Source: an optimization exercise on an open RTL-to-GDS flow (aim: small area). Production flows keep margins and buffers that such runs may drop. The RTL was checked by simulation tests, not by an equivalence proof against the original design. The clock port is modelled as an ideal driver; clocking choices that lean on that would not hold on a real chip. Power and IR drop assume default switching activity.

==> design/flow/design.v <==
module branch_predictor_sa #(
  parameter int         SET_BITS = 3,
  parameter int         WAYS     = 4,
  parameter int         TAG_W    = 30 - SET_BITS,
  parameter logic [1:0] CNT_INIT = 2'b10
) (
  input  logic        clk,
  input  logic        RESET,
  input  logic [31:0] PC_F,
  output logic        PrPCSrc_F,
  output logic [31:0] PrALUResult_F,
  input  logic        BrValid_E,
  input  logic [31:0] PC_E,
  input  logic        PCSrc_E,
  input  logic [31:0] ALUResult_E,
  input  logic        PrPCSrc_E,
  input  logic        Flush,
  output logic [31:0] BrCount,
  output logic [31:0] MispCount
);
  localparam int SETS  = 1 << SET_BITS;
  localparam int PTR_W = (WAYS > 1) ? $clog2(WAYS) : 1;
  localparam int N     = SETS * WAYS;
  logic [N-1:0]     valid_q;
  logic [TAG_W-1:0] tag_q    [N];
  logic [31:0]      target_q [N];
  logic [1:0]       cnt_q    [N];
  logic [PTR_W-1:0] ptr_q    [SETS];
  logic [SET_BITS-1:0] f_set, e_set;
  logic [TAG_W-1:0]    f_tag, e_tag;
  logic [SETS-1:0]     e_sel;
  logic unused_pc_bits;
  assign unused_pc_bits = ^{PC_F[1:0], PC_E[1:0]};
  assign f_set = PC_F[SET_BITS+1:2];
  assign f_tag = PC_F[31:SET_BITS+2];
  assign e_set = PC_E[SET_BITS+1:2];
  assign e_tag = PC_E[31:SET_BITS+2];
  always_comb begin
    for (int s = 0; s < SETS; s++)
      e_sel[s] = (e_set == SET_BITS'(s));
  end
  logic [WAYS-1:0] f_take;
  logic [31:0]     f_tgt [WAYS];
  for (genvar w = 0; w < WAYS; w++) begin : g_f_way
    logic [SETS*TAG_W-1:0] tags;
    logic [SETS*32-1:0]    tgts;
    logic [SETS-1:0]       vs, msbs;
    for (genvar s = 0; s < SETS; s++) begin : g_s
      assign tags[s*TAG_W +: TAG_W] = tag_q[s*WAYS+w];
      assign tgts[s*32 +: 32]       = target_q[s*WAYS+w];
      assign vs[s]                  = valid_q[s*WAYS+w];
      assign msbs[s]                = cnt_q[s*WAYS+w][1];
    end
    bp_fetch_way u_way (
      .set(f_set), .tags(tags), .vs(vs), .msbs(msbs), .tgts(tgts), .key(f_tag),
      .take(f_take[w]), .tgt(f_tgt[w])
    );
  end
  assign PrPCSrc_F = |f_take;
  for (genvar b = 0; b < 32; b++) begin : g_out
    bp_sel4 u_sel (
      .sel(f_take), .d({f_tgt[3][b], f_tgt[2][b], f_tgt[1][b], f_tgt[0][b]}),
      .q(PrALUResult_F[b])
    );
  end
  logic [WAYS-1:0]  e_way_v, e_hit_vec, e_victim, e_way_sel;
  logic [1:0]       e_way_cnt [WAYS];
  logic [PTR_W-1:0] e_ptr;
  logic             e_hit, e_full;
  logic [1:0]       e_cnt;
  for (genvar w = 0; w < WAYS; w++) begin : g_e_way
    logic [SETS*TAG_W-1:0] tags;
    logic [SETS-1:0]       vs, c0s, c1s;
    for (genvar s = 0; s < SETS; s++) begin : g_s
      assign tags[s*TAG_W +: TAG_W] = tag_q[s*WAYS+w];
      assign vs[s]                  = valid_q[s*WAYS+w];
      assign c0s[s]                 = cnt_q[s*WAYS+w][0];
      assign c1s[s]                 = cnt_q[s*WAYS+w][1];
    end
    bp_exec_way u_way (
      .set(e_set), .tags(tags), .vs(vs), .c0s(c0s), .c1s(c1s), .key(e_tag),
      .hit(e_hit_vec[w]), .v(e_way_v[w]), .cnt(e_way_cnt[w])
    );
  end
  always_comb begin
    e_ptr = '0;
    for (int s = 0; s < SETS; s++)
      e_ptr = e_ptr | ({PTR_W{e_sel[s]}} & ptr_q[s]);
    e_hit  = |e_hit_vec;
    e_full = e_way_v[WAYS-1];
    for (int w = 0; w < WAYS; w++) begin
      if (e_full)
        e_victim[w] = (e_ptr == PTR_W'(w));
      else if (w == 0)
        e_victim[w] = !e_way_v[0];
      else
        e_victim[w] = e_way_v[w-1] & !e_way_v[w];
    end
    e_way_sel = e_hit ? e_hit_vec : e_victim;
    e_cnt = '0;
    for (int w = 0; w < WAYS; w++)
      e_cnt = e_cnt | ({2{e_hit_vec[w]}} & e_way_cnt[w]);
  end
  logic train, wr_tt, wr_cnt, alloc;
  assign train  = !Flush & BrValid_E;
  assign wr_tt  = train & PCSrc_E;             
  assign wr_cnt = train & (PCSrc_E | e_hit);   
  assign alloc  = wr_tt & !e_hit;
  logic [1:0] cnt_new;
  always_comb begin
    if (!e_hit)
      cnt_new = CNT_INIT;
    else if (PCSrc_E)
      cnt_new = (e_cnt == 2'b11) ? 2'b11 : e_cnt + 2'b01;
    else
      cnt_new = (e_cnt == 2'b00) ? 2'b00 : e_cnt - 2'b01;
  end
  logic [WAYS-1:0] way_wr_tt, way_wr_cnt;
  assign way_wr_tt  = {WAYS{wr_tt}}  & e_way_sel;
  assign way_wr_cnt = {WAYS{wr_cnt}} & e_way_sel;
  always_ff @(posedge clk) begin
    for (int s = 0; s < SETS; s++) begin
      for (int w = 0; w < WAYS; w++) begin
        if (e_sel[s] & way_wr_tt[w]) begin
          tag_q[s*WAYS+w]    <= e_tag;
          target_q[s*WAYS+w] <= ALUResult_E;
        end
        if (e_sel[s] & way_wr_cnt[w])
          cnt_q[s*WAYS+w] <= cnt_new;
      end
    end
  end
  always_ff @(posedge clk or negedge RESET) begin
    if (!RESET) begin
      valid_q <= '0;
      for (int s = 0; s < SETS; s++) ptr_q[s] <= '0;
    end else if (Flush) begin
      valid_q <= '0;
    end else begin
      for (int s = 0; s < SETS; s++) begin
        for (int w = 0; w < WAYS; w++)
          if (alloc & e_sel[s] & e_victim[w]) valid_q[s*WAYS+w] <= 1'b1;
        if (alloc & e_sel[s] & e_full) ptr_q[s] <= ptr_q[s] + 1'b1;
      end
    end
  end
  logic [31:0] br_count_q;
  logic [31:0] misp_count_q;
  always_ff @(posedge clk or negedge RESET) begin
    if (!RESET) begin
      br_count_q   <= 32'd0;
      misp_count_q <= 32'd0;
    end else if (BrValid_E) begin
      br_count_q <= br_count_q + 32'd1;
      if (PrPCSrc_E != PCSrc_E) misp_count_q <= misp_count_q + 32'd1;
    end
  end
  assign BrCount   = br_count_q;
  assign MispCount = misp_count_q;
endmodule
module bp_aoi222 (
  input  logic a0, b0, a1, b1, a2, b2,
  output logic y
);
  assign y = ~((a0 & b0) | (a1 & b1) | (a2 & b2));
endmodule
module bp_ao22n3 (
  input  logic a0, b0, a1, b1, c, d,
  output logic y
);
  assign y = ~(c & d & ~((a0 & b0) | (a1 & b1)));
endmodule
module bp_xnor2 (
  input  logic a, b,
  output logic y
);
  assign y = ~(a ^ b);
endmodule
module bp_dec8 (
  input  logic [2:0] a,
  output logic [7:0] y
);
  always_comb begin
    for (int i = 0; i < 8; i++)
      y[i] = (a == 3'(i));
  end
endmodule
module bp_sel8 (
  input  logic [7:0] sel,
  input  logic [7:0] d,
  output logic       q
);
  logic y0, y1;
  bp_aoi222 u0 (.a0(sel[0]), .b0(d[0]), .a1(sel[1]), .b1(d[1]), .a2(sel[2]), .b2(d[2]), .y(y0));
  bp_aoi222 u1 (.a0(sel[3]), .b0(d[3]), .a1(sel[4]), .b1(d[4]), .a2(sel[5]), .b2(d[5]), .y(y1));
  bp_ao22n3 u2 (.a0(sel[6]), .b0(d[6]), .a1(sel[7]), .b1(d[7]), .c(y0), .d(y1), .y(q));
endmodule
module bp_sel4 (
  input  logic [3:0] sel,
  input  logic [3:0] d,
  output logic       q
);
  assign q = |(sel & d);
endmodule
module bp_fetch_way (
  input  logic [2:0]      set,
  input  logic [8*27-1:0] tags,
  input  logic [7:0]      vs,
  input  logic [7:0]      msbs,
  input  logic [8*32-1:0] tgts,
  input  logic [26:0]     key,
  output logic            take,
  output logic [31:0]     tgt
);
  logic [7:0]  sel;
  logic [26:0] t, eq;
  logic        v, msb;
  bp_dec8 u_dec (.a(set), .y(sel));
  for (genvar b = 0; b < 27; b++) begin : g_tag
    logic [7:0] col;
    for (genvar s = 0; s < 8; s++) begin : g_s
      assign col[s] = tags[s*27+b];
    end
    bp_sel8  u_sel (.sel(sel), .d(col), .q(t[b]));
    bp_xnor2 u_eq  (.a(t[b]), .b(key[b]), .y(eq[b]));
  end
  for (genvar b = 0; b < 32; b++) begin : g_tgt
    logic [7:0] col;
    for (genvar s = 0; s < 8; s++) begin : g_s
      assign col[s] = tgts[s*32+b];
    end
    bp_sel8 u_sel (.sel(sel), .d(col), .q(tgt[b]));
  end
  bp_sel8 u_v   (.sel(sel), .d(vs),   .q(v));
  bp_sel8 u_msb (.sel(sel), .d(msbs), .q(msb));
  assign take = v & msb & (&eq);
endmodule
module bp_exec_way (
  input  logic [2:0]      set,
  input  logic [8*27-1:0] tags,
  input  logic [7:0]      vs,
  input  logic [7:0]      c0s,
  input  logic [7:0]      c1s,
  input  logic [26:0]     key,
  output logic            hit,
  output logic            v,
  output logic [1:0]      cnt
);
  logic [7:0]  sel;
  logic [26:0] t, eq;
  bp_dec8 u_dec (.a(set), .y(sel));
  for (genvar b = 0; b < 27; b++) begin : g_tag
    logic [7:0] col;
    for (genvar s = 0; s < 8; s++) begin : g_s
      assign col[s] = tags[s*27+b];
    end
    bp_sel8  u_sel (.sel(sel), .d(col), .q(t[b]));
    bp_xnor2 u_eq  (.a(t[b]), .b(key[b]), .y(eq[b]));
  end
  bp_sel8 u_v  (.sel(sel), .d(vs),  .q(v));
  bp_sel8 u_c0 (.sel(sel), .d(c0s), .q(cnt[0]));
  bp_sel8 u_c1 (.sel(sel), .d(c1s), .q(cnt[1]));
  assign hit = v & (&eq);
endmodule
==> design/flow/flow/run.sh <==
#!/bin/bash
# Standard ORFS layout with area-oriented knobs:
#  - clock tree from clkbuf_8 leaf clusters of up to 15 sinks, no dummy loads
#  - port buffers of the smallest buffer cell
# Each tool's full output is in orfs/logs; make's output is in standard_flow.log.
set -euo pipefail
bash standard.sh \
  "CTS_ARGS=-sink_clustering_enable -repair_clock_nets -dont_use_dummy_load -buf_list sky130_fd_sc_hd__clkbuf_8 -sink_clustering_size 15 -sink_clustering_max_diameter 45" \
  "BUFFER_PORTS_ARGS=-buffer_cell sky130_fd_sc_hd__buf_1" \
  finish > standard_flow.log 2>&1
==> design/flow/standard.sh <==
#!/bin/bash
# synth_recipe.tcl (not shown) runs the flow's synth.tcl, then flattens the netlist and writes it again
# the make line also repeats each setting of config.mk as NAME=value (left out here)
make -C /OpenROAD-flow-scripts/flow DESIGN_CONFIG=/design/flow/config.mk WORK_HOME=/design/flow/orfs CLKGATE_MAP_FILE= SYNTH_SCRIPT=/design/flow/synth_recipe.tcl "${@:-finish}"
==> design/flow/config.mk <==
export PLATFORM = sky130hd
export DESIGN_NAME = branch_predictor_sa
export DESIGN_NICKNAME = branch_predictor_sa
export VERILOG_FILES = /design/flow/design.v
export SDC_FILE = /design/flow/constraint.sdc
export NUM_CORES = 4
export LEC_CHECK = 0
export CAP_MARGIN = 20
export CORE_MARGIN = 2
export CORE_UTILIZATION = 65
export SETUP_SLACK_MARGIN = 0.2
export SLEW_MARGIN = 20
export SYNTH_HIERARCHICAL = 1
export SYNTH_MINIMUM_KEEP_SIZE = 0
==> design/flow/constraint.sdc <==
create_clock -name core_clock -period 8.0 [get_ports {clk}]
set_input_delay 1.6000 -clock core_clock [delete_from_list [all_inputs] [get_ports {clk}]]
set_output_delay 1.6000 -clock core_clock [all_outputs]
set_load 0.01 [all_outputs]
==> results of run 1 <==
-- placed cells by master (no fill, tap or decap), types with 9 or more instances in the layout --
master,count
nor3b_4,12
o21ai_0,15
o22ai_4,14
nand3_1,398
dfrtp_1,112
a22o_1,21
clkbuf_8,186
nand4_1,61
nor3_1,13
clkbuf_2,47
nor2_1,71
buf_12,54
and4_1,11
a21oi_1,34
nand2b_1,9
a22oi_1,432
and3b_2,16
xnor2_1,268
or4_1,10
xor2_1,26
buf_1,145
nand2_1,92
a222oi_1,728
edfxtp_1,1952
nor3b_2,12
buf_4,200
nor2_4,16
-- kinds of logic (layout without fill, tap and decap cells) --
kind of cell    Yosys count  after routing  share of synthesized area (%)
fa+ha+maj                 2              2                        0.03138
other cells               0              5                              0
flops                  2064           2064                          77.04
simple gates            788            788                          5.314
mux                      12             12                         0.1726
buf+inv                  32            639                         0.1930
compound gates         1261           1261                          14.02
xor+xnor                294            294                          3.230
-- modules after synthesis (local to each module, per instance), excerpt --
module | area (sq um) | times used | cells | flops+latches
bp_aoi222 | 10.01 | 728 | 1 | 0
bp_sel4 | 18.77 | 32 | 3 | 0
bp_exec_way | 63.81 | 4 | 9 | 0
bp_xnor2 | 8.758 | 216 | 1 | 0
bp_fetch_way | 76.32 | 4 | 10 | 0
bp_ao22n3 | 12.51 | 364 | 2 | 0
bp_dec8 | 65.06 | 8 | 8 | 0
branch_predictor_sa | 64310 | 1 | 2545 | 2064
-- final cells by class --
cell class,count,area (sq um),share of cell area (%)
inverter,3,11.26,0.01276
timing repair buffer,450,3397,3.848
antenna,5,12.51,0.01417
sequential,2064,61420,69.58
tap,1625,2033,2.303
multi-input combinational,2357,18840,21.34
clock buffer,186,2560,2.900
-- power groups by stage --
| stage | logic [mW] | registers [mW] | clock network (mW) |
|---|---|---|---|
| finish | 1.32 | 11.9 | 5.27 |
| detailed placement | 1.28 | 12.2 | 0 |
| floorplan | 0.632 | 12.2 | 0 |
| global placement | 1.25 | 12.2 | 0 |
| CTS | 1.28 | 11.9 | 5.30 |
| global route | 1.38 | 11.9 | 5.67 |
-- flip-flops by register name, indices dropped and copies added, names as in the netlist --
| name | flops |
|---|---|
| valid_q | 32 |
| ptr_q | 16 |
| target_q | 1024 |
| tag_q | 864 |
| cnt_q | 64 |
| br_count_q | 32 |
| misp_count_q | 32 |
-- metrics by stage --
step / total power [mW] / hold WS, ns
final: 18.49 / 0.4718
after global routing: 18.97 / 0.4873
after CTS: 18.49 / 0.4725
after detailed placement: 13.43 / 0.4627
after global placement: 13.41 / 0.4589
after floorplan: 12.79 / 0.4442
-- cells in the mapped netlist (all sizes together), types with 10 or more instances --
cell type  instances  area [sq um]
edfxtp          1952         58620
a222oi           728          7287
a22oi            432          3243
nand3            398          1992
xnor2            268          2347
dfrtp            112          2803
nand2             93         365.3
nor2              87         326.6
nand4             65         431.7
a21oi             39         210.2
xor2              26         227.7
and3b             25         249.0
nor3b             25         187.7
a22o              22         192.7
nor3              22         121.4
o21ai             18         97.60
clkbuf            17         63.81
and3              15         103.9
o22ai             15         93.84
buf               12         78.82
and4              11         96.34
or4               10         75.07
-- path summary, 6_finish.rpt --
path                                          to          from  cells after the start
worst max-delay path            PrALUResult_F[7]       PC_F[3]                     13
worst min-delay path                 ptr_q[6][1]   ptr_q[6][1]                      1
worst max register to register   target_q[26][4]  tag_q[2][22]                     11
worst min register to register       ptr_q[6][1]   ptr_q[6][1]                      1
max in group asynchronous            valid_q[31]         RESET                      2
min in group asynchronous          br_count_q[4]         RESET                      1
-- metal layers --
layer  part of all wire, %  track usage (%)  vias to the layer above
met1                    35            52.74                    26400
met3                    14            7.954                      703
li1                      -                -                    21200
met2                    47            60.04                     4202
met5                     0                0                        -
met4                   4.6            17.50                        0
==> out/metrics.csv, run 1 <==
metric;value;unit
synth.distinct_cells;49;
ir_drop;0.1938;mV
async_reset_ff_share;5.426;%
cts_htree_levels;4;
gp_congestion;0.9010;
cp.arrival;5.79;ns
synth_nets;4557;
holdCritPathClass;reg2reg;
core.rowCount;128;
seqPwrFrac;64.4;%
nNetsFinal;5166;
cts_setup_buffers;0;
dpl_worst_slack;0.5257;ns
via_count;52500;
crit_required;6.40;ns
power.switching;4.140;mW
grt_pass1_vias;51060;
avgSynthCellArea;17.90;sq um
clk_latency;0.95;ns
rsz0062_at_grt;no;
cts_tree;done;
synth_ff_type;edfxtp_1;
power_leakage;27.58;nW
die_w;354.2;microns
grt_usage;38.36;%
max_stage_delay;0.57;ns
ys_ff_latch;2064;
fin_area;0.08827;sq mm
clockRootBuffer;clkbuf_8;
first_iter_violations;10810;
setup_viol;0;
p_int;14.35;mW
slew_headroom;28.96;%
dr.pass1.iters;14;
cp_max_fo;33;
fill_cells;7661;
viasPerCell;7.848;
routed_wl;242.4;mm
antenna_found_initial;9;
route.detailed.drc;0;
startpoint_type;input port;
die_h;354.2;microns
grt-ovfl-total;0;
tns;0;ns
grt_max_degree;69;
cts_resized;0;
comb_power_share;7.1;%
syn2layout_area_growth;10.72;%
crit_slowest_cell;or4_1;
io_buffers;194;
cp-end-kind;primary output;
hold_viol;0;
clock_sinks;2064;
holdBufCountCts;0;
grt_pass1_wl;345.0;mm
max-cap-violations;0;
ant_nets;0;
ys_seq_area_share;77.04;%
fin_util;72.52;%
ys.warnings.count;18;
dp.cells;6499;
die_area;0.1255;sq mm
min_period_over_period;92.41;%
clk_pin_slew_worst_paths;0.06;ns
crit_type;in2out;
dpl_cell_area;0.08566;sq mm
crit_path_cell_trace;clkbuf_2 > buf_4 > and3b_2 > a222oi_1 > nand3_1 > xnor2_1 > nand4_1 > or4_1 > nor4_4 > buf_12 > a22oi_1 > nand2_1 > buf_1;
worst_slack;0.6076;ns
layout_min_cycle_time;7.392;ns
p_clk_share;28.5;%
core_area;0.1217;sq mm
synth_cells;4453;
synth_area;0.07973;sq mm
start_util;65.50;%
swShare;22.39;%
cts_buffers;186;
cts.path.max_buffers;3;
crit_family;simple AND/OR/NAND/NOR gates;
synth_enable_flop_cells;1952;
worst_pin_slew;1.066;ns
status;complete, no violations;
drive_above_1_share;12.19;%
wl_per_cell;36.23;microns
dpl.hpwl;140.2;mm
layoutNonFillerInstCount;6690;
ios;199;
power_density;209.5;mW/mm^2
max_freq;135.3;MHz
reg2reg_slack;3.08;ns
drv_slew;0;
final.setup_skew;0.08565;ns
path_buf_inv;4;
==> run 2, diff against run 1 <==
==> design/flow/flow/run.sh (replaced) <==
#!/bin/bash
# Standard ORFS layout with area-oriented knobs:
#  - clock tree from clkbuf_4 leaf clusters of up to 10 sinks, no dummy loads
#  - port buffers of the smallest buffer cell
# Each tool's full output is in orfs/logs; make's output is in standard_flow.log.
set -euo pipefail
bash standard.sh \
  "CTS_ARGS=-sink_clustering_enable -repair_clock_nets -dont_use_dummy_load -buf_list sky130_fd_sc_hd__clkbuf_4 -sink_clustering_size 10 -sink_clustering_max_diameter 40" \
  "BUFFER_PORTS_ARGS=-buffer_cell sky130_fd_sc_hd__buf_1" \
  finish > standard_flow.log 2>&1
--- a/design/flow/config.mk
+++ b/design/flow/config.mk
@@ -7,7 +7,7 @@
 export LEC_CHECK = 0
 export CAP_MARGIN = 20
 export CORE_MARGIN = 2
-export CORE_UTILIZATION = 65
+export CORE_UTILIZATION = 75
 export SETUP_SLACK_MARGIN = 0.2
 export SLEW_MARGIN = 20
 export SYNTH_HIERARCHICAL = 1
==> out/metrics.csv, run 2 <==
metric;value;unit;change
status;complete, no violations;;
dpl.hpwl;132.2;mm;-5.7%
crit_path_cell_trace;clkbuf_2 > and3b_2 > buf_4 > a222oi_1 > nand3_1 > xnor2_1 > and4_1 > nand3_1 > nor4_4 > buf_12 > a22oi_1 > nand2_1 > buf_1;;
antenna_found_initial;3;;-6
die_area;0.1089;sq mm;-13%
hold_viol;0;;unchanged
start_util;75.63;%;+10 points
rr_endpoint;target_q[30][31];;
worst_pin_slew;1.125;ns;+0.05930 ns
async_reset_ff_share;5.426;%;unchanged
reg2regPathDepth;12;;+1
cts_buffers;234;;+26%
max_stage_delay;0.81;ns;+0.24 ns
dr.pass1.iters;22;;+8
met2_usage;66.12;%;+6.1 points
core.rowCount;119;;-7.0%
fin_util;82.41;%;+9.9 points
max_freq;133.0;MHz;-1.7%
reg_top3;target_q (1024), tag_q (864), cnt_q (64);;
grtUsageMet3;11.54;%;+3.6 points
crit_required;6.40;ns;about the same
power_density;202.7;mW/mm^2;-3.3%
path_buf_inv;4;;unchanged
first_iter_violations;11410;;+5.6%
tns;0;ns;unchanged
avgSynthCellArea;17.90;sq um;unchanged
nNetsFinal;5189;;+0.45%
crit_slowest_cell;and3b_2;;
reg2reg_slack;3.01;ns;-0.07 ns
max-cap-violations;0;;unchanged
layout_common_cells;edfxtp_1, a222oi_1, a22oi_1;;
die_w;330.0;microns;-6.8%
r2r-start;tag_q[2][2];;
crit_type;in2out;;
route.detailed.drc;0;;unchanged
clockRootBuffer;clkbuf_4;;
fill_cells;5289;;-31%
die_h;330.0;microns;-6.8%
startpoint_type;input port;;
holdBufCountCts;0;;unchanged
synth_cells;4453;;unchanged
register_area;0.06142;sq mm;unchanged
netlist.area_leader.share;73.52;%;unchanged
cts_htree_levels;4;;unchanged
final_common_cell;edfxtp_1;;
grt_max_degree;79;;+14%
yosys-top-cells-count;edfxtp_1, a222oi_1, a22oi_1;;
clk_latency;1.23;ns;+0.28 ns
routed_wl;232.2;mm;-4.2%
drive_above_1_share;12.51;%;+0.32 points
ant_nets;0;;unchanged
multi_input_area;0.01880;sq mm;-0.21%
synth_area;0.07973;sq mm;unchanged
cpMostUsedCell;nand3_1;;
ios;199;;unchanged
core_area;0.1054;sq mm;-13%
synth_ff_type;edfxtp_1;;
drv_slew;0;;unchanged
ys.warnings.count;18;;unchanged
largest_reg_flops;1024;;unchanged
syn2layout_area_growth;8.964;%;
regMostFlops;target_q;;
grt_pass1_wl;335.0;mm;-2.9%
cp_max_fo;33;;unchanged
synth.most_common_cell;edfxtp_1;;
grt_pass1_vias;52970;;+3.8%
slew_headroom;24.38;%;-4.6 points
io_buffers;194;;unchanged
grt-ovfl-total;0;;unchanged
wl_per_cell;35.84;microns;-1.1%
synth_nets;4557;;unchanged
top_usage_layer;met2;;
power_leakage;27.16;nW;-1.5%
cts_resized;0;;unchanged
grt_usage;42.83;%;+4.5 points
cp-end-kind;primary output;;
synth_enable_flop_cells;1952;;unchanged
setup_viol;0;;unchanged
viasPerCell;8.271;;+5.4%
cts_setup_buffers;0;;unchanged
synth_area_leader_cell;edfxtp_1;;
yosys-top-cells-area;edfxtp_1, a222oi_1, a22oi_1;;
synth.distinct_cells;49;;unchanged
cts.path.max_buffers;3;;unchanged
ys_seq_area_share;77.04;%;unchanged
holdCritPathClass;in2async;;
rsz0062_at_grt;no;;
cts_tree;done;;
clock_sinks;2064;;unchanged
clk_pin_slew_worst_paths;0.10;ns;+0.04 ns
ir_drop;0.1714;mV;-12%
ys_ff_latch;2064;;unchanged
min_period_over_period;93.96;%;+1.6 points
crit_family;simple AND/OR/NAND/NOR gates;;
gp_congestion;0.9205;;+2.2%
cp.arrival;5.92;ns;+0.13 ns
via_count;53580;;+2.1%
met1_usage;56.18;%;+3.4 points
final.setup_skew;0.1235;ns;+0.03787 ns
layout_min_cycle_time;7.516;ns;+0.1241 ns
==> run 2: final cells by class <==
class / instances / area share [%]
Multi-Input combinational cell: 2357 / 21.64
Sequential cell: 2064 / 70.70
Tap cell: 1391 / 2.003
Clock buffer: 234 / 2.022
Timing Repair Buffer: 425 / 3.608
Inverter: 3 / 0.01296
Antenna cell: 4 / 0.01152
==> run 2: power by group <==
| group | internal (mW) | total [mW] | leakage, nW | switching [mW] |
|---|---|---|---|---|
| sequential | 11.9 | 11.9 | 19.2 | 0.0526 |
| combinational | 0.428 | 1.30 | 6.90 | 0.874 |
| clock | 1.33 | 4.40 | 1.08 | 3.07 |
==> run 2: worst max-delay path by stage <==
stage,from,endpoint,slack [ns],depth (start not counted)
after detailed placement,PC_F[2],PrALUResult_F[16],0.72,13
after CTS,PC_F[2],PrALUResult_F[16],0.71,13
after floorplan,PC_E[4],tag_q[25][0],-0.77,10
after global routing,PC_F[2],PrALUResult_F[16],0.44,13
after global placement,PC_F[2],PrALUResult_F[16],0.81,13
final,PC_F[2],PrALUResult_F[16],0.48,13
==> run 2: per-stage QoR <==
step / hold slack (ns) / power [mW] / cell area [sq um] / std cells / worst slack [ns]
after global placement: 0.4580 / 13.36 / 85020 / 6238 / 0.8074
after floorplan: 0.4442 / 12.79 / 79900 / 4453 / -0.7666
after global routing: 0.3892 / 18.07 / 86870 / 6477 / 0.4368
after detailed placement: 0.4606 / 13.40 / 85040 / 6239 / 0.7250
final: 0.4076 / 17.61 / 86870 / 6478 / 0.4835
after CTS: 0.3105 / 17.57 / 86800 / 6473 / 0.7105
==> run 2: cells by family after synthesis <==
kind of cell / synth area share [%]
flip-flops: 77.04
AO/OA/AOI/OAI: 14.02
AND/OR/NAND/NOR: 5.314
XOR/XNOR: 3.230
buffers and inverters: 0.1930
multiplexers: 0.1726
adder cells (fa/ha/maj): 0.03138
==> run 2: per-layer routing <==
layer,share of wire (%),vias to the layer above
met5,0,-
met4,6.3,0
met3,17,1043
met2,46,5427
met1,31,25770
li1,-,21340
==> run 2: modules after synthesis (local to each module, per instance), a selection <==
module | copies in the design | flops+latches | cells
bp_xnor2 | 216 | 0 | 1
bp_sel4 | 32 | 0 | 3
branch_predictor_sa | 1 | 2064 | 2545
bp_ao22n3 | 364 | 0 | 2
bp_dec8 | 8 | 0 | 8
bp_fetch_way | 4 | 0 | 10
bp_aoi222 | 728 | 0 | 1
bp_exec_way | 4 | 0 | 9
==> run 3, diff against run 2 <==
--- a/design/flow/design.v
+++ b/design/flow/design.v
@@ -144,15 +144,21 @@
       end
     end
   end
-  logic [31:0] br_count_q;
-  logic [31:0] misp_count_q;
+  logic [31:0] br_count_q, br_count_d;
+  logic [31:0] misp_count_q, misp_count_d;
+  bp_inc32 u_br_inc (
+    .en(BrValid_E), .q(br_count_q), .d(br_count_d)
+  );
+  bp_inc32 u_misp_inc (
+    .en(BrValid_E & (PrPCSrc_E != PCSrc_E)), .q(misp_count_q), .d(misp_count_d)
+  );
   always_ff @(posedge clk or negedge RESET) begin
     if (!RESET) begin
       br_count_q   <= 32'd0;
       misp_count_q <= 32'd0;
-    end else if (BrValid_E) begin
-      br_count_q <= br_count_q + 32'd1;
-      if (PrPCSrc_E != PCSrc_E) misp_count_q <= misp_count_q + 32'd1;
+    end else begin
+      br_count_q   <= br_count_d;
+      misp_count_q <= misp_count_d;
     end
   end
   assign BrCount   = br_count_q;
@@ -176,7 +182,42 @@
 );
   assign y = ~(a ^ b);
 endmodule
+module bp_ha (
+  input  logic a, b,
+  output logic s, c
+);
+  assign {c, s} = {1'b0, a} + {1'b0, b};
+endmodule
+module bp_inc32 (
+  input  logic        en,
+  input  logic [31:0] q,
+  output logic [31:0] d
+);
+  logic [31:0] c;
+  logic [3:0]  seg_ones;
+  for (genvar k = 0; k < 4; k++) begin : g_seg
+    assign seg_ones[k] = &q[8*k +: 8];
+    if (k == 0) begin : g_first
+      assign c[0] = en;
+    end else begin : g_next
+      assign c[8*k] = c[8*(k-1)] & seg_ones[k-1];
+    end
+    for (genvar i = 8*k; i < 8*k+7; i++) begin : g_ha
+      bp_ha u_ha (.a(q[i]), .b(c[i]), .s(d[i]), .c(c[i+1]));
+    end
+    assign d[8*k+7] = q[8*k+7] ^ c[8*k+7];
+  end
+endmodule
 module bp_dec8 (
+  input  logic [2:0] a,
+  output logic [7:0] y
+);
+  always_comb begin
+    for (int i = 0; i < 8; i++)
+      y[i] = (a == 3'(i));
+  end
+endmodule
+module bp_dec8t (
   input  logic [2:0] a,
   output logic [7:0] y
 );
@@ -212,10 +253,11 @@
   output logic            take,
   output logic [31:0]     tgt
 );
-  logic [7:0]  sel;
+  logic [7:0]  sel, tsel;
   logic [26:0] t, eq;
   logic        v, msb;
-  bp_dec8 u_dec (.a(set), .y(sel));
+  bp_dec8  u_dec  (.a(set), .y(sel));
+  bp_dec8t u_tdec (.a(set), .y(tsel));
   for (genvar b = 0; b < 27; b++) begin : g_tag
     logic [7:0] col;
     for (genvar s = 0; s < 8; s++) begin : g_s
@@ -229,7 +271,7 @@
     for (genvar s = 0; s < 8; s++) begin : g_s
       assign col[s] = tgts[s*32+b];
     end
-    bp_sel8 u_sel (.sel(sel), .d(col), .q(tgt[b]));
+    bp_sel8 u_sel (.sel(tsel), .d(col), .q(tgt[b]));
   end
   bp_sel8 u_v   (.sel(sel), .d(vs),   .q(v));
   bp_sel8 u_msb (.sel(sel), .d(msbs), .q(msb));
--- a/design/flow/config.mk
+++ b/design/flow/config.mk
@@ -7,7 +7,7 @@
 export LEC_CHECK = 0
 export CAP_MARGIN = 20
 export CORE_MARGIN = 2
-export CORE_UTILIZATION = 75
+export CORE_UTILIZATION = 70
 export SETUP_SLACK_MARGIN = 0.2
 export SLEW_MARGIN = 20
 export SYNTH_HIERARCHICAL = 1
==> out/metrics.csv, run 3 <==
metric;value;unit;change
ios;199;;unchanged
fill_cells;6467;;+22%
die_w;341.9;microns;+3.6%
power.total;18.01;mW;+2.3%
layout_common_cells;edfxtp_1, a222oi_1, a22oi_1;;
power.switching;4.153;mW;+4.0%
max-cap-violations;0;;unchanged
wl_per_cell;37.06;microns;+3.4%
reg2reg_slack;3.02;ns;about the same
antenna_found_initial;7;;+4
grt_pass1_vias;52890;;-0.16%
ys_seq_area_share;76.87;%;-0.17 points
p_clk_share;26.6;%;+1.6 points
cp.arrival;5.86;ns;-0.06 ns
worst_pin_slew;1.334;ns;+0.2094 ns
seqPwrFrac;66.1;%;-1.5 points
min_period_over_period;93.22;%;-0.73 points
regMostFlops;target_q;;
dpl_worst_slack;0.3535;ns;-0.3715 ns
ir_drop;0.1656;mV;-3.4%
power_density;206.1;mW/mm^2;+1.7%
async_reset_ff_share;5.426;%;unchanged
ys_ff_latch;2064;;unchanged
netlist.area_leader.share;73.36;%;-0.16 points
cts_resized;0;;unchanged
synth_cells;4413;;-0.90%
comb_power_share;7.3;%;about the same
slew_headroom;11.04;%;-13 points
die_area;0.1169;sq mm;+7.3%
route.detailed.drc;0;;unchanged
start_util;70.83;%;-4.8 points
rr_endpoint;target_q[20][22];;
fin_area;0.08735;sq mm;+0.55%
synth.distinct_cells;48;;-2.0%
final.setup_skew;0.1061;ns;-0.01746 ns
cts_tree;done;;
layout_min_cycle_time;7.458;ns;-0.05863 ns
core_area;0.1128;sq mm;+7.0%
p_int;13.85;mW;+1.8%
cp-end-kind;primary output;;
synth_enable_flop_cells;1952;;unchanged
crit_required;6.40;ns;about the same
hold_viol;0;;unchanged
fin_util;77.43;%;-5.0 points
reg2regPathDepth;10;;-2
path_buf_inv;3;;-1
routed_wl;243.9;mm;+5.0%
holdCritPathClass;in2async;;
grt_usage;41.97;%;-0.86 points
nNetsFinal;5229;;+0.77%
crit_type;in2out;;
clockRootBuffer;clkbuf_4;;
gp_congestion;0.9423;;+2.4%
drive_above_1_share;13.99;%;+1.5 points
clk_pin_slew_worst_paths;0.11;ns;about the same
setup_viol;0;;unchanged
crit_slowest_cell;and3b_2;;
die_h;341.9;microns;+3.6%
synth_nets;4571;;+0.31%
grt-ovfl-total;0;;unchanged
grt_pass1_wl;348.4;mm;+4.0%
swShare;23.06;%;+0.39 points
holdBufCountCts;0;;unchanged
ys.warnings.count;19;;+1
clock_sinks;2064;;unchanged
grt_max_degree;64;;-19%
synth.most_common_cell;edfxtp_1;;
rsz0062_at_grt;no;;
cts.path.max_buffers;4;;+1
cp_max_fo;33;;unchanged
io_buffers;194;;unchanged
ant_nets;0;;unchanged
yosys-top-cells-area;edfxtp_1, a222oi_1, a22oi_1;;
status;complete, no violations;;
dpl.hpwl;138.6;mm;+4.9%
syn2layout_area_growth;9.320;%;
dpl_cell_area;0.08519;sq mm;+0.17%
first_iter_violations;10850;;-4.9%
cts_htree_levels;5;;+1
viasPerCell;8.060;;-2.6%
via_count;53030;;-1.0%
dr.pass1.iters;13;;-41%
synth_area;0.07990;sq mm;+0.22%
power_leakage;27.54;nW;+1.4%
max_freq;134.1;MHz;+0.79%
crit_path_cell_trace;clkbuf_2 > and3b_2 > a222oi_1 > nand3_1 > xnor2_1 > nand4_1 > or4_1 > nor4_4 > buf_12 > a22oi_1 > nand2_1 > buf_1;;
final_common_cell;edfxtp_1;;
max_stage_delay;0.93;ns;+0.12 ns
largest_reg_flops;1024;;unchanged
drv_slew;0;;unchanged
synth_area_leader_cell;edfxtp_1;;
cts_setup_buffers;0;;unchanged
cts_buffers;274;;+17%
yosys-top-cells-count;edfxtp_1, a222oi_1, a22oi_1;;
avgSynthCellArea;18.11;sq um;+1.1%
synth_ff_type;edfxtp_1;;
clk_latency;1.30;ns;+0.07 ns
core.rowCount;123;;+3.4%
r2r-start;tag_q[0][15];;
worst_slack;0.5421;ns;+0.05863 ns
reg_top3;target_q (1024), tag_q (864), cnt_q (64);;
crit_family;simple AND/OR/NAND/NOR gates;;
startpoint_type;input port;;
==> run 3: cell count changes in the layout (fill, tap and decap cells not counted), sizes merged, moves of 15 or more <==
cell / before / now
nor2: 87 / 9
clkbuf: 279 / 333
ha: 2 / 56
a21oi: 39 / 90
xnor2: 268 / 230
buf: 380 / 347
nand2: 93 / 64
nor2b: 1 / 26
a22o: 22 / 0
xor2: 26 / 9
o21ai: 18 / 33
==> run 3: cell type report <==
type	instances	area (sq um)	area share (%)
Inverter	8	30.03	0.03438
Clock buffer	274	2057	2.355
Timing Repair Buffer	406	2943	3.369
Sequential cell	2064	61420	70.31
Tap cell	1500	1877	2.149
Multi-Input combinational cell	2317	19000	21.75
Antenna cell	11	27.53	0.03151
==> run 3: Yosys stat by module (local to each module, per instance), excerpt <==
module        flip-flops and latches  area, sq um  copies in the design  cells inside
bp_aoi222                          0        10.01                   728             1
bp_fetch_way                       0        76.32                     4            10
bp_exec_way                        0        63.81                     4             9
bp_dec8                            0        65.06                     8             8
bp_dec8t                           0        65.06                     4             8
bp_ao22n3                          0        12.51                   364             2
bp_inc32                           0        117.6                     2            17
bp_xnor2                           0        8.758                   216             1
==> run 3: worst max-delay path by stage <==
| stage | cells after the start | end | from | slack (ns) |
|---|---|---|---|---|
| final | 12 | PrALUResult_F[14] | PC_F[3] | 0.54 |
| after global routing | 12 | PrALUResult_F[14] | PC_F[4] | 0.47 |
| after CTS | 12 | PrALUResult_F[14] | PC_F[4] | 0.69 |
| after detailed placement | 16 | target_q[28][5] | PC_E[3] | 0.35 |
| after global placement | 16 | target_q[24][18] | PC_E[3] | 0.47 |
| after floorplan | 13 | tag_q[0][0] | PC_E[4] | -0.79 |
==> run 3: worst reg2reg max path, cell delays in order, from the launching register on <==
cell      delay, ns
edfxtp_1       0.41
a222oi_1       0.36
nand3_1        0.15
xnor2_1        0.34
nand4_1        0.13
or4_1          0.60
nor4_2         0.69
o21ai_1        0.31
buf_4          0.30
a21oi_4        0.92
buf_4          0.44
==> run 3: kinds of logic (layout without fill, tap and decap cells) <==
logic type,after synthesis,after routing,share of synthesized area (%)
other,0,11,0
AOI/OAI and AO/OA,1301,1301,14.14
xor gates and xnor gates,239,239,2.620
and+or+nand+nor,713,713,5.193
muxes,8,8,0.1347
buffers and inverters,32,688,0.1707
DFF,2064,2064,76.87
adders and majority gates,56,56,0.8769
==> run 3: power groups by stage <==
stage / combinational, mW / sequential, mW / clock, mW
global route: 1.37 / 11.9 / 5.24
floorplan: 0.615 / 12.2 / 0
CTS: 1.27 / 11.9 / 4.83
global placement: 1.23 / 12.1 / 0
detailed placement: 1.27 / 12.1 / 0
finish: 1.31 / 11.9 / 4.80
==> run 3: metal layers <==
metal	routed length [microns]	global-route usage [%]	share of wire [%]
met1	77370	54.61	32
met5	179	0.9395	0.073
met3	38130	10.74	16
met2	111200	63.76	46
met4	16950	27.19	7.0
==> run 3: per-stage QoR <==
stage	setup TNS, ns	hold WS, ns	instances
finish	0	0.3911	6580
global route	0	0.3641	6576
CTS	0	0.2918	6566
detailed placement	0	0.4522	6292
global placement	0	0.4512	6288
floorplan	-1355.79	0.4447	4413
==> run 4, diff against run 3 <==
--- a/design/flow/config.mk
+++ b/design/flow/config.mk
@@ -7,7 +7,7 @@
 export LEC_CHECK = 0
 export CAP_MARGIN = 20
 export CORE_MARGIN = 2
-export CORE_UTILIZATION = 70
+export CORE_UTILIZATION = 75
 export SETUP_SLACK_MARGIN = 0.2
 export SLEW_MARGIN = 20
 export SYNTH_HIERARCHICAL = 1
==> out/metrics.csv, run 4 <==
metric;value;unit;change
clk_pin_slew_worst_paths;0.11;ns;about the same
slew_headroom;15.57;%;+4.5 points
layoutNonFillerInstCount;6444;;-2.1%
io_buffers;194;;unchanged
synthAdderAreaFrac;0.8769;%;unchanged
rsz0062_at_grt;no;;
r2r-start;valid_q[15];;
largest_reg_flops;1024;;unchanged
swShare;23.04;%;-0.026 points
synth_top_family_by_area;compound AO/OA/AOI/OAI gates;;
drive_above_1_share;13.34;%;-0.64 points
reg_top3;target_q (1024), tag_q (864), cnt_q (64);;
avgSynthCellArea;18.11;sq um;unchanged
viasPerCell;8.400;;+4.2%
async_reset_ff_share;5.426;%;unchanged
reg2reg_slack;3.30;ns;+0.28 ns
max_freq;131.1;MHz;-2.2%
start_util;75.80;%;+5.0 points
dr.pass1.iters;11;;-2
ios;199;;unchanged
syn2layout_area_growth;8.979;%;
status;complete, no violations;;
fill_cells;5235;;-19%
final.setup_skew;0.1326;ns;+0.02658 ns
p_int;13.60;mW;-1.8%
die_h;330.4;microns;-3.4%
route.detailed.drc;0;;unchanged
layout_min_cycle_time;7.628;ns;+0.1705 ns
clockRootBuffer;clkbuf_4;;
crit_type;in2out;;
routed_wl;244.1;mm;+0.11%
ys.warnings.count;19;;unchanged
rr_endpoint;tag_q[7][7];;
die_area;0.1092;sq mm;-6.6%
cts.path.max_buffers;3;;-1
nNetsFinal;5196;;-0.63%
yosys-top-cells-count;edfxtp_1, a222oi_1, a22oi_1;;
grt_pass1_vias;53340;;+0.85%
power_density;203.0;mW/mm^2;-1.5%
synth.distinct_cells;48;;unchanged
clk_latency;1.33;ns;+0.03 ns
p_clk_share;25.2;%;-1.4 points
ys_seq_area_share;76.87;%;unchanged
synth_ff_type;edfxtp_1;;
core_area;0.1054;sq mm;-6.6%
reg2regPathDepth;11;;+1
holdBufCountCts;0;;unchanged
cts_setup_buffers;0;;unchanged
synth-simple-area-share;5.193;%;unchanged
grt_pass1_wl;347.4;mm;-0.28%
setup_viol;0;;unchanged
core.rowCount;119;;-3.3%
comb_power_share;7.5;%;+0.2 points
cts_resized;0;;unchanged
grt_max_degree;60;;-6.3%
netlist.area_leader.share;73.36;%;unchanged
synth_area_leader_cell;edfxtp_1;;
synth_enable_flop_cells;1952;;unchanged
ir_drop;0.2138;mV;+29%
dp.cells;6191;;-1.6%
startpoint_type;input port;;
fin_util;82.60;%;+5.2 points
max-cap-violations;0;;unchanged
cts_buffers;234;;-15%
synth_area;0.07990;sq mm;unchanged
ys_ff_latch;2064;;unchanged
synth-xor-area-share;2.620;%;unchanged
yosys-top-cells-area;edfxtp_1, a222oi_1, a22oi_1;;
min_period_over_period;95.35;%;+2.1 points
clock_sinks;2064;;unchanged
holdCritPathClass;reg2reg;;
regMostFlops;target_q;;
cp.arrival;6.03;ns;+0.17 ns
gp_congestion;0.9745;;+3.4%
cts_tree;done;;
grt-ovfl-total;0;;unchanged
via_count;54130;;+2.1%
synth-compound-area-share;14.14;%;unchanged
min_to;br_count_q[31];;
power_leakage;27.40;nW;-0.52%
min_from;br_count_q[31];;
synth_nets;4571;;unchanged
cp-end-kind;primary output;;
power.switching;4.071;mW;-2.0%
wl_per_cell;37.88;microns;+2.2%
synth.most_common_cell;edfxtp_1;;
cts_htree_levels;4;;-1
seqPwrFrac;67.3;%;+1.2 points
antenna_found_initial;11;;+4
synth_cells;4413;;unchanged
first_iter_violations;11930;;+9.9%
tns;0;ns;unchanged
multi_input_area;0.01899;sq mm;about the same
worst_pin_slew;1.267;ns;-0.06782 ns
hold_depth;1;;
drv_slew;0;;unchanged
die_w;330.4;microns;-3.4%
hold_viol;0;;unchanged
register_area;0.06142;sq mm;unchanged
layout_common_cells;edfxtp_1, a222oi_1, a22oi_1;;
final_common_cell;edfxtp_1;;
muxShareOfSynthArea;0.1347;%;unchanged
dpl.hpwl;139.3;mm;+0.48%
cp_max_fo;33;;unchanged
ant_nets;0;;unchanged
fin_area;0.08708;sq mm;-0.31%
grt_usage;44.87;%;+2.9 points
dpl_cell_area;0.08524;sq mm;about the same
crit_required;6.40;ns;about the same
run 4: cell counts after synthesis:
Identical to the previous run, type by type.
run 4: Yosys stat by module, one instance, submodules excluded, excerpt:
module,cells inside,copies in the design,flip-flops and latches,area [sq um]
bp_ha,1,56,0,12.51
bp_xnor2,1,216,0,8.758
bp_dec8t,8,4,0,65.06
bp_sel4,3,32,0,18.77
bp_ao22n3,2,364,0,12.51
bp_inc32,17,2,0,117.6
run 4: final cells by class:
type	count	share of cell area (%)
flip-flops and latches	2064	70.53
multi-input cells	2317	21.81
repair buffers	413	3.553
clock buffers	234	2.017
well taps	1391	1.999
diodes	17	0.04885
inverters	8	0.03449
run 4: layer usage:
metal  global-route usage (%)  wire, microns  part of all wire [%]
met2                    66.67         109100                    45
met1                    58.71          74300                    30
met5                        0             11                0.0045
met4                    28.65          17960                   7.4
met3                    13.71          42780                    18
run 4: how the worst max path moves through the flow:
stage	endpoint	depth (start not counted)	slack (ns)	startpoint
4_1_cts	PrALUResult_F[26]	14	0.63	PC_F[4]
2_1_floorplan	tag_q[0][0]	13	-0.79	PC_E[4]
3_3_place_gp	PrALUResult_F[26]	14	0.65	PC_F[4]
5_1_grt	PrALUResult_F[26]	14	0.33	PC_F[4]
6_report	PrALUResult_F[26]	14	0.37	PC_F[4]
3_5_place_dp	PrALUResult_F[14]	12	0.64	PC_F[2]
run 4: through the flow:
step	setup WS, ns	hold WS (ns)	total power, mW
after floorplan	-0.7874	0.4447	12.77
after global placement	0.6458	0.4506	13.36
after detailed placement	0.6439	0.4536	13.41
after CTS	0.6316	0.4760	17.59
after global routing	0.3303	0.4502	18.09
final	0.3716	0.4738	17.67
run 4: logic make-up after synthesis:
| group | Yosys count |
|---|---|
| adders and majority gates | 56 |
| DFF | 2064 |
| and+or+nand+nor | 713 |
| buffers and inverters | 32 |
| muxes | 8 |
| AOI/OAI and AO/OA | 1301 |
| xor gates and xnor gates | 239 |
run 4: power by group through the flow:
| stage | Combinational [mW] | Sequential (mW) | Clock [mW] |
|---|---|---|---|
| finish | 1.33 | 11.9 | 4.45 |
| global route | 1.37 | 11.9 | 4.82 |
| CTS | 1.27 | 11.9 | 4.42 |
| detailed placement | 1.26 | 12.1 | 0 |
| global placement | 1.22 | 12.1 | 0 |
| floorplan | 0.615 | 12.2 | 0 |
run 4: worst max-delay path, stage by stage:
cell	delay [ns]
clkbuf_2	0.57
buf_4	0.29
nor3b_2	0.44
buf_4	0.50
a222oi_1	0.15
nand3_1	0.22
xnor2_1	0.16
nand4_1	0.13
or4_1	0.61
nor4_4	0.22
buf_12	0.31
a22oi_1	0.38
nand2_1	0.23
buf_1	0.19
==> run 5, diff against run 4 <==
==> design/flow/flow/run.sh (replaced) <==
#!/bin/bash
# Standard ORFS layout with area-oriented knobs:
#  - clock tree from clkbuf_4 leaf clusters of up to 10 sinks, no dummy loads
#  - port buffers of the smallest clock-buffer cell (clkbuf_1)
# Each tool's full output is in orfs/logs; make's output is in standard_flow.log.
set -euo pipefail
bash standard.sh \
  "CTS_ARGS=-sink_clustering_enable -repair_clock_nets -dont_use_dummy_load -buf_list sky130_fd_sc_hd__clkbuf_4 -sink_clustering_size 10 -sink_clustering_max_diameter 40" \
  "BUFFER_PORTS_ARGS=-buffer_cell sky130_fd_sc_hd__clkbuf_1" \
  finish > standard_flow.log 2>&1
--- a/design/flow/config.mk
+++ b/design/flow/config.mk
@@ -7,7 +7,7 @@
 export LEC_CHECK = 0
 export CAP_MARGIN = 20
 export CORE_MARGIN = 2
-export CORE_UTILIZATION = 75
+export CORE_UTILIZATION = 70
 export SETUP_SLACK_MARGIN = 0.2
 export SLEW_MARGIN = 20
 export SYNTH_HIERARCHICAL = 1
==> out/metrics.csv, run 5 <==
metric;value;unit;change
status;complete, no violations;;
syn2layout_area_growth;8.799;%;
fin_util;77.06;%;-5.5 points
synth_area;0.07990;sq mm;unchanged
grt-ovfl-total;0;;unchanged
grt_pass1_wl;346.0;mm;-0.42%
ir_drop;0.1741;mV;-19%
clockRootBuffer;clkbuf_4;;
synth_ff_type;edfxtp_1;;
netlist.area_leader.share;73.36;%;unchanged
synth.distinct_cells;48;;unchanged
startpoint_type;input port;;
power_density;203.7;mW/mm^2;+0.37%
route.detailed.drc;0;;unchanged
start_util;70.83;%;-5.0 points
wl_per_cell;37.37;microns;-1.3%
antenna_found_initial;9;;-2
hold_viol;0;;unchanged
io_buffers;194;;unchanged
ant_nets;0;;unchanged
cts_setup_buffers;0;;unchanged
routed_wl;243.8;mm;-0.11%
grt_pass1_vias;52070;;-2.4%
rsz0062_at_grt;no;;
viasPerCell;8.091;;-3.7%
grt_usage;41.60;%;-3.3 points
yosys-top-cells-count;edfxtp_1, a222oi_1, a22oi_1;;
cts_htree_levels;4;;unchanged
regMostFlops;target_q;;
via_count;52790;;-2.5%
die_area;0.1169;sq mm;+7.1%
crit_type;in2out;;
synth_enable_flop_cells;1952;;unchanged
cts.path.max_buffers;3;;unchanged
clock_sinks;2064;;unchanged
max_freq;132.2;MHz;+0.82%
core_area;0.1128;sq mm;+7.0%
cts_resized;0;;unchanged
synth.most_common_cell;edfxtp_1;;
dp.cells;6276;;+1.4%
yosys-top-cells-area;edfxtp_1, a222oi_1, a22oi_1;;
dr.pass1.iters;11;;unchanged
largest_reg_flops;1024;;unchanged
holdCritPathClass;in2async;;
min_period_over_period;94.58;%;-0.77 points
crit_family;simple AND/OR/NAND/NOR gates;;
final.setup_skew;0.1394;ns;+0.006739 ns
drive_above_1_share;13.12;%;-0.23 points
cp-end-kind;primary output;;
async_reset_ff_share;5.426;%;unchanged
layout_common_cells;edfxtp_1, a222oi_1, a22oi_1;;
core.rowCount;123;;+3.4%
die_h;341.9;microns;+3.5%
reg2regPathDepth;14;;+3
nNetsFinal;5176;;-0.38%
ys_ff_latch;2064;;unchanged
holdBufCountCts;0;;unchanged
clk_latency;1.25;ns;-0.08 ns
rr_endpoint;target_q[16][3];;
synth_area_leader_cell;edfxtp_1;;
r2r-start;tag_q[3][22];;
ys.warnings.count;19;;unchanged
final_common_cell;edfxtp_1;;
crit_slowest_cell;clkbuf_2;;
cts_tree;done;;
path_buf_inv;3;;-2
die_w;341.9;microns;+3.5%
avgSynthCellArea;18.11;sq um;unchanged
fill_cells;6501;;+24%
ios;199;;unchanged
power_leakage;27.29;nW;-0.39%
cts_buffers;238;;+1.7%
drv_slew;0;;unchanged
dpl.hpwl;137.5;mm;-1.3%
setup_viol;0;;unchanged
reg_top3;target_q (1024), tag_q (864), cnt_q (64);;
ys_seq_area_share;76.87;%;unchanged
max_stage_delay;0.66;ns;+0.05 ns
worst_pin_slew;1.335;ns;+0.06816 ns
first_iter_violations;10740;;-9.9%
clk_pin_slew_worst_paths;0.12;ns;about the same
layout_min_cycle_time;7.567;ns;-0.06178 ns
max-cap-violations;0;;unchanged
crit_required;6.40;ns;about the same
grt_max_degree;62;;+3.3%
synth_nets;4571;;unchanged
cp.arrival;5.97;ns;-0.06 ns
cp_max_fo;32;;-3.0%
layoutNonFillerInstCount;6525;;+1.3%
slew_headroom;11.02;%;-4.5 points
reg2reg_slack;3.26;ns;-0.04 ns
crit_path_cell_trace;clkbuf_2 > and3b_2 > a222oi_1 > nand3_1 > xnor2_1 > nand4_1 > or4_1 > nor4_4 > buf_4 > a22oi_1 > nand2_1 > clkbuf_1;;
power.total;17.71;mW;+0.21%
synth_cells;4413;;unchanged
gp_congestion;0.9356;;-4.0%
==> run 5: layer usage <==
layer | GRT usage, % | wire, microns | vias to the layer above
met2 | 63.10 | 110700 | 4922
li1 | - | - | 21220
met1 | 55.03 | 77580 | 25780
met5 | 0 | 0 | -
met3 | 11.01 | 39640 | 864
met4 | 24.72 | 15930 | 0
==> run 5: stage by stage <==
stage	hold WS (ns)	setup WS, ns	setup TNS, ns	area [sq um]
2_1_floorplan	0.4447	-0.7874	-1355.79	79910
3_3_place_gp	0.4521	0.6568	0	85030
3_5_place_dp	0.4655	0.5368	0	85050
4_1_cts	0.3909	0.6665	0	86830
5_1_grt	0.4481	0.4316	0	86930
6_report	0.4704	0.4334	0	86930
==> run 5: cell type report <==
cell class	instances	area, sq um	share of cell area [%]
Inverter	8	30.03	0.03454
Timing Repair Buffer	389	2804	3.225
Tap cell	1500	1877	2.159
Multi-Input combinational cell	2317	18990	21.85
Sequential cell	2064	61420	70.65
Antenna cell	9	22.52	0.02591
Clock buffer	238	1787	2.055
==> run 5: per-module statistics from Yosys (local to each module, per instance), excerpt <==
module / cells / area, sq um / flip-flops and latches
bp_ao22n3: 2 / 12.51 / 0
bp_aoi222: 1 / 10.01 / 0
bp_dec8: 8 / 65.06 / 0
bp_dec8t: 8 / 65.06 / 0
bp_exec_way: 9 / 63.81 / 0
bp_fetch_way: 10 / 76.32 / 0
bp_ha: 1 / 12.51 / 0
bp_inc32: 17 / 117.6 / 0
bp_sel4: 3 / 18.77 / 0
bp_xnor2: 1 / 8.758 / 0
branch_predictor_sa: 2383 / 63290 / 2064
==> run 5: how the worst max path moves through the flow <==
| stage | startpoint | end | slack (ns) | depth (start not counted) |
|---|---|---|---|---|
| after CTS | PC_F[3] | PrALUResult_F[13] | 0.67 | 13 |
| after global placement | PC_E[3] | target_q[16][8] | 0.66 | 15 |
| after global routing | PC_F[3] | PrALUResult_F[13] | 0.43 | 13 |
| final | PC_F[3] | PrALUResult_F[13] | 0.43 | 12 |
| after floorplan | PC_E[4] | tag_q[0][0] | -0.79 | 13 |
| after detailed placement | PC_E[3] | target_q[16][0] | 0.54 | 15 |
==> run 5: power by group <==
part | internal, mW | total [mW] | switching (mW)
logic | 0.405 | 1.31 | 0.901
registers | 11.9 | 11.9 | 0.0398
clock network | 1.35 | 4.50 | 3.15
==> run 5: cell families (layout without fill, tap and decap cells) <==
| family | after synthesis | count (layout) | synth area share, % |
|---|---|---|---|
| compound gates | 1301 | 1301 | 14.14 |
| xor+xnor | 239 | 239 | 2.620 |
| fa+ha+maj | 56 | 56 | 0.8769 |
| buf+inv | 32 | 635 | 0.1707 |
| flops | 2064 | 2064 | 76.87 |
| mux | 8 | 8 | 0.1347 |
| other cells | 0 | 9 | 0 |
| simple gates | 713 | 713 | 5.193 |
==> run 5: worst reg2reg max path, delay by kind of cell (launching register included) <==
kind | cells | cell delay [ns]
flip-flops | 1 | 0.41
XOR/XNOR | 1 | 0.18
AND/OR/NAND/NOR | 7 | 1.86
buffers and inverters | 4 | 0.95
AO/OA/AOI/OAI | 2 | 1.03
==> run 6, diff against run 5 <==
--- a/design/flow/design.v
+++ b/design/flow/design.v
@@ -194,30 +194,13 @@
   output logic [31:0] d
 );
   logic [31:0] c;
-  logic [3:0]  seg_ones;
-  for (genvar k = 0; k < 4; k++) begin : g_seg
-    assign seg_ones[k] = &q[8*k +: 8];
-    if (k == 0) begin : g_first
-      assign c[0] = en;
-    end else begin : g_next
-      assign c[8*k] = c[8*(k-1)] & seg_ones[k-1];
-    end
-    for (genvar i = 8*k; i < 8*k+7; i++) begin : g_ha
-      bp_ha u_ha (.a(q[i]), .b(c[i]), .s(d[i]), .c(c[i+1]));
-    end
-    assign d[8*k+7] = q[8*k+7] ^ c[8*k+7];
-  end
+  assign c[0] = en;
+  for (genvar i = 0; i < 31; i++) begin : g_ha
+    bp_ha u_ha (.a(q[i]), .b(c[i]), .s(d[i]), .c(c[i+1]));
+  end
+  assign d[31] = q[31] ^ c[31];
 endmodule
 module bp_dec8 (
-  input  logic [2:0] a,
-  output logic [7:0] y
-);
-  always_comb begin
-    for (int i = 0; i < 8; i++)
-      y[i] = (a == 3'(i));
-  end
-endmodule
-module bp_dec8t (
   input  logic [2:0] a,
   output logic [7:0] y
 );
@@ -253,11 +236,10 @@
   output logic            take,
   output logic [31:0]     tgt
 );
-  logic [7:0]  sel, tsel;
+  logic [7:0]  sel;
   logic [26:0] t, eq;
   logic        v, msb;
-  bp_dec8  u_dec  (.a(set), .y(sel));
-  bp_dec8t u_tdec (.a(set), .y(tsel));
+  bp_dec8 u_dec (.a(set), .y(sel));
   for (genvar b = 0; b < 27; b++) begin : g_tag
     logic [7:0] col;
     for (genvar s = 0; s < 8; s++) begin : g_s
@@ -271,7 +253,7 @@
     for (genvar s = 0; s < 8; s++) begin : g_s
       assign col[s] = tgts[s*32+b];
     end
-    bp_sel8 u_sel (.sel(tsel), .d(col), .q(tgt[b]));
+    bp_sel8 u_sel (.sel(sel), .d(col), .q(tgt[b]));
   end
   bp_sel8 u_v   (.sel(sel), .d(vs),   .q(v));
   bp_sel8 u_msb (.sel(sel), .d(msbs), .q(msb));
==> design/flow/flow/run.sh (replaced) <==
#!/bin/bash
# Standard ORFS layout with area-oriented knobs:
#  - clock tree from clkbuf_4 leaf clusters of up to 10 sinks, no dummy loads
#  - port buffers of the smallest buffer cell
#  - after CTS, an area-recovery step (flow/recover.tcl): downsize cells off
#    the critical paths, then repair slew/cap and setup, and legalize
# Tool output: make's in standard_*.log, each ORFS step's in orfs/logs,
# the recovery step's in recover.log.
set -euo pipefail
V=(
  "CTS_ARGS=-sink_clustering_enable -repair_clock_nets -dont_use_dummy_load -buf_list sky130_fd_sc_hd__clkbuf_4 -sink_clustering_size 10 -sink_clustering_max_diameter 40"
  "BUFFER_PORTS_ARGS=-buffer_cell sky130_fd_sc_hd__buf_1"
)
bash standard.sh "${V[@]}" cts > standard_cts.log 2>&1
RESULTS_DIR="$PWD/orfs/results/$FLOW_PLATFORM/branch_predictor_sa/base" \
LIB="$FLOW_HOME/platforms/$FLOW_PLATFORM/lib/sky130_fd_sc_hd__tt_025C_1v80.lib" \
PLATFORM_DIR="$FLOW_HOME/platforms/$FLOW_PLATFORM" \
  openroad -exit -no_splash -no_init flow/recover.tcl > recover.log 2>&1
bash standard.sh "${V[@]}" finish > standard_finish.log 2>&1
==> design/flow/flow/recover.tcl (new file) <==
# Area recovery after CTS: downsize cells off the critical paths, then
# repair any slew/capacitance violations that downsizing left, re-check setup,
# and legalize.
set res $::env(RESULTS_DIR)
read_liberty $::env(LIB)
read_db $res/4_cts.odb
read_sdc $res/4_cts.sdc
source $::env(PLATFORM_DIR)/setRC.tcl
set_dont_use [get_lib_cells {*probe* *lpflow*}]
set_propagated_clock [all_clocks]
estimate_parasitics -placement
report_design_area
repair_timing -recover_power 100 -setup_margin 0.2 -verbose
estimate_parasitics -placement
repair_design -slew_margin 20 -cap_margin 20 -verbose
estimate_parasitics -placement
repair_timing -setup -setup_margin 0.2 -verbose
detailed_placement
check_placement -verbose
estimate_parasitics -placement
report_design_area
report_worst_slack -max
report_worst_slack -min
report_check_types -max_slew -max_capacitance -violators
write_db $res/4_cts.odb
--- a/design/flow/config.mk
+++ b/design/flow/config.mk
@@ -7,7 +7,7 @@
 export LEC_CHECK = 0
 export CAP_MARGIN = 20
 export CORE_MARGIN = 2
-export CORE_UTILIZATION = 70
+export CORE_UTILIZATION = 65
 export SETUP_SLACK_MARGIN = 0.2
 export SLEW_MARGIN = 20
 export SYNTH_HIERARCHICAL = 1
==> out/metrics.csv, run 6 <==
metric;value;unit;change
start_util;65.40;%;-5.4 points
power.switching;4.182;mW;+2.2%
cp-end-kind;primary output;;
comb_power_share;7.5;%;about the same
grt_max_degree;60;;-3.2%
layoutNonFillerInstCount;6741;;+3.3%
dp.cells;6443;;+2.7%
core.rowCount;128;;+4.1%
drive_above_1_share;13.79;%;+0.68 points
layout_common_cells;edfxtp_1, a222oi_1, a22oi_1;;
startpoint_type;input port;;
min_period_over_period;94.71;%;+0.13 points
io_buffers;194;;unchanged
yosys-top-cells-area;edfxtp_1, a222oi_1, a22oi_1;;
grt_pass1_wl;358.1;mm;+3.5%
cp.arrival;5.98;ns;about the same
avgSynthCellArea;18.25;sq um;+0.82%
crit_type;in2out;;
cts.path.max_buffers;4;;+1
reg2reg_slack;1.59;ns;-1.67 ns
cp_max_fo;33;;+3.1%
cts_setup_buffers;0;;unchanged
reg_top3;target_q (1024), tag_q (864), cnt_q (64);;
syn2layout_area_growth;10.88;%;
synth_ff_type;edfxtp_1;;
cts_htree_levels;5;;+1
die_h;353.7;microns;+3.5%
seqPwrFrac;65.8;%;-1.4 points
p_clk_share;26.7;%;+1.3 points
max_freq;132.0;MHz;-0.14%
clk_latency;1.33;ns;+0.08 ns
dr.pass1.iters;14;;+3
r2r-start;br_count_q[0];;
slew_headroom;15.70;%;+4.7 points
final_common_cell;edfxtp_1;;
antenna_found_initial;6;;-3
reg2regPathDepth;32;;+18
dpl_worst_slack;-0.07404;ns;-0.6108 ns
dpl.hpwl;148.6;mm;+8.0%
regMostFlops;target_q;;
ir_drop;0.1937;mV;+11%
ys_seq_area_share;77.26;%;+0.39 points
routed_wl;253.1;mm;+3.8%
power_density;204.9;mW/mm^2;+0.59%
ys_ff_latch;2064;;unchanged
synth_cells;4355;;-1.3%
via_count;53050;;+0.49%
fin_area;0.08815;sq mm;+1.4%
rr_endpoint;br_count_q[31];;
p_int;13.88;mW;+1.9%
cts_buffers;274;;+15%
clockRootBuffer;clkbuf_4;;
wl_per_cell;37.54;microns;+0.47%
core_area;0.1216;sq mm;+7.8%
power_leakage;27.90;nW;+2.2%
cts_tree;done;;
swShare;23.15;%;+0.047 points
ant_nets;0;;unchanged
synth_nets;4519;;-1.1%
ys.warnings.count;18;;-1
clock_sinks;2064;;unchanged
yosys-top-cells-count;edfxtp_1, a222oi_1, a22oi_1;;
rsz0062_at_grt;no;;
tns;0;ns;unchanged
whs;0.2848;ns;-0.1856 ns
grt-ovfl-total;0;;unchanged
synth_enable_flop_cells;1952;;unchanged
synth.most_common_cell;edfxtp_1;;
drv_slew;0;;unchanged
nNetsFinal;5277;;+2.0%
crit_required;6.40;ns;about the same
layout_min_cycle_time;7.577;ns;+0.01027 ns
largest_reg_flops;1024;;unchanged
netlist.area_leader.share;73.73;%;+0.37 points
hold_viol;0;;unchanged
viasPerCell;7.870;;-2.7%
max-cap-violations;0;;unchanged
grt_usage;40.30;%;-1.3 points
final.setup_skew;0.1006;ns;-0.03882 ns
worst_pin_slew;1.259;ns;-0.07567 ns
synth_area;0.07950;sq mm;-0.50%
gp_congestion;0.9421;;+0.69%
clk_pin_slew_worst_paths;0.10;ns;-0.02 ns
dpl_cell_area;0.08611;sq mm;+1.3%
status;complete, no violations;;
ios;199;;unchanged
first_iter_violations;10930;;+1.8%
worst_slack;0.4232;ns;-0.01027 ns
grt_pass1_vias;52140;;+0.13%
synth_area_leader_cell;edfxtp_1;;
synth.distinct_cells;47;;-2.1%
die_w;353.7;microns;+3.5%
route.detailed.drc;0;;unchanged
async_reset_ff_share;5.426;%;unchanged
holdCritPathClass;in2async;;
setup_viol;0;;unchanged
die_area;0.1251;sq mm;+7.1%
[run 6: cell types whose count changed in the layout (fill, tap and decap cells not counted), moves of 15 or more]
cell and change:
buf_12 +34, nor3_2 -15, buf_1 +142, nor3b_2 -24, and3b_2 -24, clkbuf_1 -92, clkbuf_4 +48
[run 6: power by group through the flow]
stage	registers, mW	logic, mW	clock network [mW]
finish	11.9	1.36	4.82
global route	11.9	1.42	5.28
CTS	11.9	1.31	4.87
detailed placement	12.1	1.30	0
global placement	12.1	1.28	0
floorplan	12.1	0.608	0
[run 6: routing by layer]
| layer | vias to the layer above | routed length, microns | GRT usage (%) | share of wire (%) |
|---|---|---|---|---|
| met2 | 4602 | 116000 | 61.51 | 46 |
| met1 | 26290 | 83810 | 53.16 | 33 |
| li1 | 21330 | - | - | - |
| met5 | - | 121 | 0.6792 | 0.048 |
| met3 | 830 | 38110 | 11.09 | 15 |
| met4 | 2 | 15090 | 22.21 | 6.0 |
[run 6: worst max path at each step]
stage,end,start,cells after the start
floorplan,tag_q[0][0],PC_E[4],13
global placement,misp_count_q[31],PCSrc_E,35
detailed placement,misp_count_q[31],PCSrc_E,35
CTS,PrALUResult_F[28],PC_F[2],13
global route,PrALUResult_F[28],PC_F[2],13
finish,PrPCSrc_F,PC_F[2],12
[run 6: repair_timing]
action                                 4_1_cts  5_1_grt
setup endpoints to repair                    0        2
resized for setup                            0        1
hold buffers                                 0        0
endpoints found under the hold margin        0        0
[run 6: cell type report]
cell class,count,area [sq um]
antenna,5,12.51
clock buffer,274,2057
fill,7680,33410
inverter,8,30.03
multi-input combinational,2259,18500
sequential,2064,61420
tap,1625,2033
timing repair buffer,506,4103
[run 6: modules after synthesis, one instance, submodules excluded, a selection]
module	cells	flops+latches
bp_ao22n3	2	0
bp_sel4	3	0
bp_xnor2	1	0
bp_dec8	8	0
bp_ha	1	0
bp_fetch_way	10	0
branch_predictor_sa	2383	2064
bp_exec_way	9	0
bp_aoi222	1	0
bp_inc32	1	0
[run 6: logic make-up after synthesis]
group	Yosys count	synth area share (%)
AND/OR/NAND/NOR	655	4.684
buffers and inverters	32	0.1715
AO/OA/AOI/OAI	1301	14.21
flip-flops	2064	77.26
adder cells (fa/ha/maj)	62	0.9758
multiplexers	8	0.1353
XOR/XNOR	233	2.567
[run 6: critical path, cell delays in order]
cell and delay (ns):
clkbuf_2 0.73, nor3b_4 0.72, buf_4 0.38, a222oi_1 0.12, nand3_1 0.15, xnor2_1 0.18
nand4_1 0.14, or4_1 0.74, nor4_4 0.27, buf_12 0.31, or4_1 0.38, buf_1 0.21
[run 6: stage by stage]
step,power (mW),utilization (%)
CTS,18.06,72.53
global placement,13.41,70.84
global route,18.60,72.52
floorplan,12.75,-
finish,18.06,72.52
detailed placement,13.43,70.84

-- port drivers added, routing unchanged --
In the flow no input, the clock included, has a driving cell. The finished layouts below were timed again as built, in two steps.
Step 1, drivers: a clkbuf_16 drives clk and a buf_2 each remaining input, both assumed.
Step 2, shift: input delay + t, output delay - t, t = (earliest + latest rising clock arrival at the registers) / 2. This alone moves slack from input paths to output paths.
a / b / c = ideal / step 1 / step 2; a / b = the first two.
| run | shift t [ns] | setup slack, ns | worst slew at a driven data input, ns |
|---|---|---|---|
| run 1 | 0.988 | 0.608 / 0.582 / 0.366 | 0.19 |
| run 2 | 1.245 | 0.484 / 0.459 / 0.459 | 0.10 |
| run 3 | 1.333 | 0.542 / 0.516 / 0.263 | 0.15 |
| run 4 | 1.335 | 0.372 / 0.347 / 0.347 | 0.12 |
| run 5 | 1.258 | 0.433 / 0.409 / 0.409 | 0.12 |
| run 6 | 1.355 | 0.423 / 0.391 / -0.109 | 0.18 |
Met with ideal ports but missed after step 2: setup timing in run 6. The setup slack of run 6, which loses most, moves by -0.032 ns with the drivers and by -0.532 ns with both steps.
